From an optimization exercise on the open Yosys and OpenROAD flow, aimed at small area, a short achievable clock period and few clock cycles per item; shortcuts taken in it are not production practice. In this exercise RTL edits were held to simulation tests only and were not proved equivalent to the original. Power figures rest on the tool's default switching activity, not on a simulated workload.

File: design.v
package ptl_pkg;
	localparam int GLYPH_COUNT = 94;
	localparam int FIRST_CODE  = 33;
	localparam int COORD_BITS  = 16;
	localparam int GIDX_BITS = (GLYPH_COUNT > 1) ? $clog2(GLYPH_COUNT) : 1;
	localparam int ADD_BITS  = 9;
	localparam int CNT_BITS  = $clog2(COORD_BITS);
	localparam logic [7:0] CHAR_TAB   = 8'h09;
	localparam logic [7:0] CHAR_NL    = 8'h0A;
	localparam logic [7:0] CHAR_SPACE = 8'h20;
	localparam logic [7:0] CHAR_QMARK = 8'h3F;
	localparam logic [2:0] REG_LETTER = 3'd0;
	localparam logic [2:0] REG_WORD   = 3'd1;
	localparam logic [2:0] REG_LINE   = 3'd2;
	localparam logic [2:0] REG_TAB    = 3'd3;
	localparam logic [2:0] REG_START  = 3'd4;
	localparam logic KIND_CHAR = 1'b0;
	localparam logic KIND_LOAD = 1'b1;
	typedef struct packed {
		logic busy;
		logic done;
	} div_stat_t;
	function automatic logic [COORD_BITS-1:0] sat_add(input logic [COORD_BITS-1:0] a,
		input logic [ADD_BITS-1:0] b);
		logic [COORD_BITS:0] sum;
		sum = (COORD_BITS+1)'(a) + (COORD_BITS+1)'(b);
		if (sum[COORD_BITS]) begin
			sat_add = {COORD_BITS{1'b1}};
		end else begin
			sat_add = sum[COORD_BITS-1:0];
		end
	endfunction
	function automatic logic [GIDX_BITS-1:0] glyph_of(input logic [7:0] code);
		logic [9:0] c;
		logic [9:0] q;
		c = 10'(code);
		q = 10'(CHAR_QMARK);
		if (c >= 10'(FIRST_CODE) && c < 10'(FIRST_CODE + GLYPH_COUNT)) begin
			glyph_of = GIDX_BITS'(c - 10'(FIRST_CODE));
		end else if (q >= 10'(FIRST_CODE) && q < 10'(FIRST_CODE + GLYPH_COUNT)) begin
			glyph_of = GIDX_BITS'(q - 10'(FIRST_CODE));
		end else begin
			glyph_of = {GIDX_BITS{1'b0}};
		end
	endfunction
endpackage
module ptl_div (
	input  logic                            clk,
	input  logic                            arst_n,
	input  logic                            start,
	input  logic [ptl_pkg::COORD_BITS-1:0] dividend,
	input  logic [7:0]                      divisor,
	output ptl_pkg::div_stat_t              stat,
	output logic [7:0]                      remainder
);
	localparam logic [ptl_pkg::CNT_BITS-1:0] LAST = ptl_pkg::CNT_BITS'(ptl_pkg::COORD_BITS - 1);
	logic                            busy_q;
	logic                            done_q;
	logic [ptl_pkg::CNT_BITS-1:0]   cnt_q;
	logic [8:0]                      rem_q;
	logic [ptl_pkg::COORD_BITS-1:0] num_q;
	logic [7:0]                      dvs_q;
	logic [8:0]                      trial;
	logic [8:0]                      rem_next;
	always_comb begin
		trial = {rem_q[7:0], num_q[ptl_pkg::COORD_BITS-1]};
		if (trial >= {1'b0, dvs_q}) begin
			rem_next = trial - {1'b0, dvs_q};
		end else begin
			rem_next = trial;
		end
	end
	always_ff @(posedge clk or negedge arst_n) begin
		if (!arst_n) begin
			busy_q <= 1'b0;
			done_q <= 1'b0;
			cnt_q  <= '0;
		end else begin
			done_q <= 1'b0;
			if (start) begin
				busy_q <= 1'b1;
				cnt_q  <= '0;
			end else if (busy_q) begin
				cnt_q <= cnt_q + 1'b1;
				if (cnt_q == LAST) begin
					busy_q <= 1'b0;
					done_q <= 1'b1;
				end
			end
		end
	end
	always_ff @(posedge clk) begin
		if (start) begin
			rem_q <= '0;
			num_q <= dividend;
			dvs_q <= divisor;
		end else if (busy_q) begin
			rem_q <= rem_next;
			num_q <= {num_q[ptl_pkg::COORD_BITS-2:0], 1'b0};
		end
	end
	assign stat.busy = busy_q;
	assign stat.done = done_q;
	assign remainder = rem_q[7:0];
endmodule
module proportional_text_layout_top (
	input  logic                            clk,
	input  logic                            arst_n,
	input  logic                            in_valid,
	output logic                            in_ready,
	input  logic                            in_kind,
	input  logic                            in_first_of_text,
	input  logic [7:0]                      in_char_code,
	input  logic [6:0]                      in_width_slot,
	input  logic [7:0]                      in_width_value,
	output logic                            out_valid,
	input  logic                            out_ready,
	output logic [ptl_pkg::COORD_BITS-1:0] out_glyph_x,
	output logic [ptl_pkg::COORD_BITS-1:0] out_glyph_y,
	output logic [ptl_pkg::GIDX_BITS-1:0]  out_glyph_index,
	input  logic                            cfg_we,
	input  logic [2:0]                      cfg_index,
	input  logic [15:0]                     cfg_data
);
	typedef enum logic [3:0] {
		ST_IDLE  = 4'b0001,
		ST_PLACE = 4'b0010,
		ST_ADV   = 4'b0100,
		ST_DIV   = 4'b1000
	} state_t;
	localparam int CB = ptl_pkg::COORD_BITS;
	localparam int GB = ptl_pkg::GIDX_BITS;
	state_t           state_q;
	logic [7:0]       letter_q;
	logic [7:0]       word_q;
	logic [7:0]       line_q;
	logic [7:0]       tab_q;
	logic [15:0]      start_row_q;
	logic [CB-1:0]    pen_x_q;
	logic [CB-1:0]    pen_y_q;
	logic [GB-1:0]    gidx_q;
	logic [7:0]       width_q;
	logic [7:0]       rd_q;
	logic             out_valid_q;
	logic [CB-1:0]    out_x_q;
	logic [CB-1:0]    out_y_q;
	logic [GB-1:0]    out_idx_q;
	logic [7:0]       width_mem [ptl_pkg::GLYPH_COUNT];
	logic             accept;
	logic             is_load;
	logic [CB-1:0]    px0;
	logic [CB-1:0]    py0;
	logic [GB-1:0]    gidx;
	logic             div_start;
	ptl_pkg::div_stat_t div_stat;
	logic [7:0]       div_rem;
	logic             out_free;
	logic [7:0]       gap;
	logic [CB-1:0]    centre_x;
	logic [CB-1:0]    tab_x;
	assign in_ready = (state_q == ST_IDLE);
	assign accept        = in_valid && in_ready;
	assign is_load       = (in_kind == ptl_pkg::KIND_LOAD);
	assign px0           = in_first_of_text ? '0 : pen_x_q;
	assign py0           = in_first_of_text ? CB'(start_row_q) : pen_y_q;
	assign gidx          = ptl_pkg::glyph_of(in_char_code);
	assign div_start     = accept && !is_load && (in_char_code == ptl_pkg::CHAR_TAB)
		&& (tab_q != 8'd0);
	assign out_free      = !out_valid_q || out_ready;
	assign gap           = (pen_x_q != '0) ? letter_q : 8'd0;
	assign centre_x      = ptl_pkg::sat_add(pen_x_q,
		ptl_pkg::ADD_BITS'(gap) + ptl_pkg::ADD_BITS'(rd_q[7:1]));
	assign tab_x         = ptl_pkg::sat_add(pen_x_q - CB'(div_rem), ptl_pkg::ADD_BITS'(tab_q));
	ptl_div u_div (
		.clk       (clk),
		.arst_n    (arst_n),
		.start     (div_start),
		.dividend  (px0),
		.divisor   (tab_q),
		.stat      (div_stat),
		.remainder (div_rem)
	);
	always_ff @(posedge clk) begin
		if (accept && is_load && (9'(in_width_slot) < 9'(ptl_pkg::GLYPH_COUNT))) begin
			width_mem[in_width_slot[GB-1:0]] <= in_width_value;
		end
		if (accept && !is_load) begin
			rd_q <= width_mem[gidx];
		end
	end
	always_ff @(posedge clk or negedge arst_n) begin
		if (!arst_n) begin
			letter_q    <= 8'd1;
			word_q      <= 8'd6;
			line_q      <= 8'd25;
			tab_q       <= 8'd28;
			start_row_q <= 16'd175;
		end else if (cfg_we) begin
			case (cfg_index)
				ptl_pkg::REG_LETTER: letter_q    <= cfg_data[7:0];
				ptl_pkg::REG_WORD:   word_q      <= cfg_data[7:0];
				ptl_pkg::REG_LINE:   line_q      <= cfg_data[7:0];
				ptl_pkg::REG_TAB:    tab_q       <= cfg_data[7:0];
				ptl_pkg::REG_START:  start_row_q <= cfg_data;
				default: ;
			endcase
		end
	end
	always_ff @(posedge clk or negedge arst_n) begin
		if (!arst_n) begin
			state_q     <= ST_IDLE;
			pen_x_q     <= '0;
			pen_y_q     <= CB'(175);
			out_valid_q <= 1'b0;
		end else begin
			if (out_ready) begin
				out_valid_q <= 1'b0;
			end
			case (state_q)
				ST_IDLE: begin
					if (accept && !is_load) begin
						pen_x_q <= px0;
						pen_y_q <= py0;
						if (in_char_code == ptl_pkg::CHAR_SPACE) begin
							pen_x_q <= ptl_pkg::sat_add(px0, ptl_pkg::ADD_BITS'(word_q));
						end else if (in_char_code == ptl_pkg::CHAR_NL) begin
							pen_x_q <= '0;
							pen_y_q <= ptl_pkg::sat_add(py0, ptl_pkg::ADD_BITS'(line_q));
						end else if (in_char_code == ptl_pkg::CHAR_TAB) begin
							if (tab_q != 8'd0) begin
								state_q <= ST_DIV;
							end
						end else begin
							state_q <= ST_PLACE;
						end
					end
				end
				ST_PLACE: begin
					if (out_free) begin
						pen_x_q     <= centre_x;
						out_valid_q <= 1'b1;
						state_q     <= ST_ADV;
					end
				end
				ST_ADV: begin
					pen_x_q <= ptl_pkg::sat_add(pen_x_q,
						ptl_pkg::ADD_BITS'(width_q[7:1]) + ptl_pkg::ADD_BITS'(width_q[0]));
					state_q <= ST_IDLE;
				end
				ST_DIV: begin
					if (div_stat.done) begin
						pen_x_q <= tab_x;
						state_q <= ST_IDLE;
					end
				end
				default: state_q <= ST_IDLE;
			endcase
		end
	end
	always_ff @(posedge clk) begin
		if (accept && !is_load) begin
			gidx_q <= gidx;
		end
		if (state_q == ST_PLACE && out_free) begin
			out_x_q   <= centre_x;
			out_y_q   <= pen_y_q;
			out_idx_q <= gidx_q;
			width_q   <= rd_q;
		end
	end
	assign out_valid       = out_valid_q;
	assign out_glyph_x     = out_x_q;
	assign out_glyph_y     = out_y_q;
	assign out_glyph_index = out_idx_q;
endmodule
File: run.sh
#!/bin/bash
# synth_recipe.tcl (not shown) runs the flow's synth.tcl, then flattens the netlist and writes it again
# the make line also repeats each setting of config.mk as NAME=value (left out here)
make -C /OpenROAD-flow-scripts/flow DESIGN_CONFIG=/design/flow/config.mk WORK_HOME=/design/flow/orfs CLKGATE_MAP_FILE= SYNTH_SCRIPT=/design/flow/synth_recipe.tcl finish
File: config.mk
export PLATFORM = sky130hd
export DESIGN_NAME = proportional_text_layout_top
export DESIGN_NICKNAME = proportional_text_layout_top
export VERILOG_FILES = /design/flow/design.v
export SDC_FILE = /design/flow/constraint.sdc
export NUM_CORES = 4
export LEC_CHECK = 0
export CAP_MARGIN = 20
export CORE_MARGIN = 2
export CORE_UTILIZATION = 40
export SLEW_MARGIN = 20
File: constraint.sdc
create_clock -name core_clock -period 5.0 [get_ports {clk}]
set_input_delay 1.0000 -clock core_clock [delete_from_list [all_inputs] [get_ports {clk}]]
set_output_delay 1.0000 -clock core_clock [all_outputs]
set_load 0.01 [all_outputs]
==> impl_results.md <==
* Final setup vio count at 0
* Vias in the first global route at around 28k
* Adder-cell area share of the yosys netlist at 0.02518
* Post-synth EDFFs at approximately 840
* Worst path cell trace: or4_1 -> or3_1 -> nor2_1 -> nand4_1 -> buf_4 -> nand2_1 -> fa_1 -> inv_1 -> ha_1 -> a21o_1 -> a21oi_1 -> o21ai_0 -> a41oi_1 -> buf_4 -> or2_2 -> nand2_1 -> a211o_1 -> o221a_2
* Setup Crit Path Kind: flip-flop to flip-flop
* CP Data Arrival Time at about 5.3 ns
* Clk buf depth at 3
* Syn nets at 3,239
* Crit-path slowest cell: or4_1
* Leak pwr at about 17 nW
* Worst setup EP type: flip-flop
* Most frequent cells in the layout: edfxtp_1, nand2_1, buf_4
* IO Pins at 90
* Post-synthesis mux area share at 0.07102
* Core Region at slightly above 0.1 mm^2
* DRT Pass-1 Iters at 9
* RSZ-0062 raised after global routing: no
* Die area at 0.1069 mm^2
* Slew @ Worst Pin at about 1.2 ns
* First-pass GRT wire length at 186.6 mm
* CP Max Fanout at 14
* # nets final at approximately 3.5k
* Placed cell areas at 0.04570 mm^2
* Initial antenna violation count at 2
* Drt drc at 0
* CP Launch Type: flip-flop
* Placed Cells at between 4k and 5k
* Die Width at between 300 and 400 um
* Final Hold Viols at 0
* Die H at 327.0 um
* Drt wl/cell at between 20 and 30 um
* Synth Cell Area at 0.04174 mm^2
* Xor and xnor area share after synthesis at 0.01343
* Initial DRC Count at ~3.9k
* Status: timing/DRC/antenna clean
* Synth Area in Simple Gates at 0.08811
* Setup Fix Bufs, Post-CTS at 0
* Max Fclk at approximately 210 MHz
* Ys async rst share at 0.09712
* VDD IR max at about 0.33 mV
* Largest family of logic cells by synthesized area: compound AO/OA/AOI/OAI gates
* Non-Filler Instances at 4,834
* CTS tree: built
* Routed wire length at 127.7 mm
* Dpl hpwl at about 84 mm
* Sequential area share after synthesis at 0.6620
* Final Power at ~0.02 W
* Clock slew at reported path FFs at ~0.060 ns
* Synthesized area per cell at 13.40 um^2
* Cell Rows at roughly 120
* Final Slew Violations at 0
* Clock latency on the worst-skew pair at around 0.70 ns
* Remaining global-route overflow at 0
* Area Overhead vs Synth at 17.45%
* Top Family by Delay on Critical Path: simple AND/OR/NAND/NOR gates
* CTS resizes at 0
* Gp weighted congestion at roughly 0.92
* Final worst path period share at 0.9392
* Power Dens Cells at 417.8 mW/mm^2
* CTS H-tree depth at 3
* Critical path buffer and inverter count at 3
* Root buffer cell: clkbuf_16
* Mapped Cells at around 3.1k
* HP Class: flip-flop to flip-flop
* CP max stage delay at between 0.5 and 0.6 ns
* Inserted Clock Buffers at 99
* Max-slew headroom at 0.2108
* Synth warn at 2
* Via density per instance at 5.901
* Critical path required time at between 5 and 6 ns
* GRT Overall Usage at 0.2354
* Fin crit period at around 4.7 ns
* Post-CTS Hold Fix Bufs at 0
* Primary FF master, synth: edfxtp_1
* Synthesized flop and latch total at between 900 and 1k
* Buffers on Ports at just under 90
* Clock skew at roughly 0.04 ns
* Largest net degree at the start of global routing at 95
* Distinct cells, synth at 93
* Max Cap Viol at 0
* Share of layout cells above drive strength 1 at 0.1663
* Most common library cell in the layout ignoring fill and taps: edfxtp_1
* Fin area at between 0.04 and 0.05 mm^2
* Post-synthesis compound-gate area fraction at 0.1161
* Setup TNS at 0 ns
* DR vias at 28.52k
* Routed Antenna Nets at 0
* Starting Density at 0.4032
* Clk sinks at around 940
## per-layer routing
metal / wire length, um / track usage / vias up / share of wire
met4: 4802 / 0.08975 / 0 / 0.038
met1: 51730 / 0.3260 / 14220 / 0.41
li1: - / - / 12530 / -
met5: 0 / 0 / - / 0
met3: 11980 / 0.04281 / 274 / 0.094
met2: 59180 / 0.3697 / 1506 / 0.46
## per-stage QoR
stage	hold slack [ns]	util	worst slack, ns
after floorplan	0.4003	-	0.3603
after detailed placement	0.4062	0.4415	-0.05592
after CTS	0.4207	0.4731	0.2775
after global placement	0.4035	0.4415	-0.1546
final	0.4173	0.4736	0.3039
after global routing	0.4261	0.4735	0.07231
## sequential cells by signal, indices dropped and copies added (netlist names), 16 cells and up
register / flops
out_y_q: 16
u_div.num_q: 16
start_row_q: 16
width_mem: 752
out_x_q: 16
pen_x_q: 16
pen_y_q: 16
## path summary, 6_finish.rpt
| check | cells past startpoint | from | slack [ns] | endpoint |
|---|---|---|---|---|
| worst min register to register | 0 | gidx_q[2] | 0.42 | out_idx_q[2] |
| worst min-delay path | 0 | gidx_q[2] | 0.42 | out_idx_q[2] |
| worst max register to register | 18 | pen_x_q[10] | 0.30 | pen_x_q[15] |
| max in group asynchronous | 2 | arst_n | 3.59 | state_q[0] |
| worst max-delay path | 18 | pen_x_q[10] | 0.30 | pen_x_q[15] |
| min in group asynchronous | 1 | arst_n | 0.44 | u_div.cnt_q[1] |
## cell usage after synthesis (12+ instances only)
| cell | count | area share |
|---|---|---|
| nand3_1 | 106 | 0.013 |
| dfstp_2 | 22 | 0.014 |
| dfrtp_1 | 69 | 0.041 |
| nor2_1 | 214 | 0.019 |
| edfxtp_1 | 838 | 0.60 |
| nor2b_1 | 33 | 0.0049 |
| nand2b_1 | 22 | 0.0033 |
| fa_1 | 15 | 0.0072 |
| buf_1 | 21 | 0.0019 |
| a2111oi_0 | 14 | 0.0029 |
| xor2_1 | 25 | 0.0052 |
| o22ai_1 | 27 | 0.0040 |
| xnor2_1 | 39 | 0.0082 |
| mux4_2 | 12 | 0.0065 |
| ha_1 | 60 | 0.018 |
| a21o_1 | 15 | 0.0027 |
| a221oi_1 | 44 | 0.0092 |
| o211ai_1 | 34 | 0.0061 |
| a211oi_1 | 36 | 0.0065 |
| and3_1 | 15 | 0.0022 |
| mux2_2 | 94 | 0.025 |
| a31oi_1 | 32 | 0.0048 |
| nand4_1 | 20 | 0.0030 |
| mux2i_1 | 160 | 0.038 |
| clkbuf_1 | 115 | 0.010 |
| buf_2 | 39 | 0.0047 |
| a22oi_1 | 13 | 0.0023 |
| inv_1 | 60 | 0.0054 |
| nor3_1 | 41 | 0.0049 |
| o221ai_1 | 37 | 0.0078 |
| o21a_1 | 12 | 0.0022 |
| a32oi_1 | 12 | 0.0025 |
| nand2_1 | 279 | 0.025 |
| and2_1 | 18 | 0.0027 |
| a21oi_1 | 194 | 0.023 |
| o21ai_0 | 136 | 0.016 |
## report_power, final
group | total (W) | leakage [nW] | internal [W] | switching [W]
Combinational | 0.00400 | 6.81 | 0.00156 | 0.00244
Sequential | 0.00908 | 8.69 | 0.00884 | 0.000243
Clock | 0.00740 | 1.58 | 0.00432 | 0.00308
Total | 0.0205 | 17.1 | 0.0147 | 0.00577
## cell families (layout without fill, tap and decap cells)
| logic type | Yosys count | count (layout) |
|---|---|---|
| simple gates | 801 | 801 |
| xor+xnor | 64 | 64 |
| compound gates | 723 | 723 |
| fa+ha+maj | 75 | 75 |
| flops | 937 | 937 |
| mux | 269 | 269 |
| buf+inv | 246 | 582 |
| other cells | 0 | 3 |
## final cells by class
| type | count | area (um^2) |
|---|---|---|
| sequential | 937 | 27630 |
| clock inverter | 56 | 574.3 |
| timing repair buffer | 335 | 2923 |
| inverter | 64 | 242.7 |
| fill | 9048 | 54480 |
| antenna | 3 | 7.507 |
| multi-input combinational | 1932 | 13230 |
| clock buffer | 127 | 2688 |
| tap | 1380 | 1727 |
Testbench counts, summed over its fixed seeds: cycles 36,372, items 12,000.

[separate check: timing with driven ports]
Ports are ideal in the flow. The routed layout listed here was re-timed in OpenROAD.
Step 1 (the two cells are an assumption about what drives the block):
set clk [get_ports {clk}]
set_driving_cell -lib_cell sky130_fd_sc_hd__clkbuf_16 $clk
set_driving_cell -lib_cell sky130_fd_sc_hd__buf_2 [delete_from_list [all_inputs] $clk]
Step 2 also shifts input and output timing later by t, the mid clock arrival at the registers, as if the neighbouring blocks saw the same clock.
a / b / c = ideal / step 1 / step 2; a / b = the first two.
t, ns: 0.742
setup slack, ns: 0.304 / 0.304 / -0.196
worst register clock-pin slew, ns: 0.07 / 0.07
Met with ideal ports but missed after step 2: setup timing in this run. The setup slack of this run moves by 0.000 ns with the drivers and by -0.500 ns with both steps.
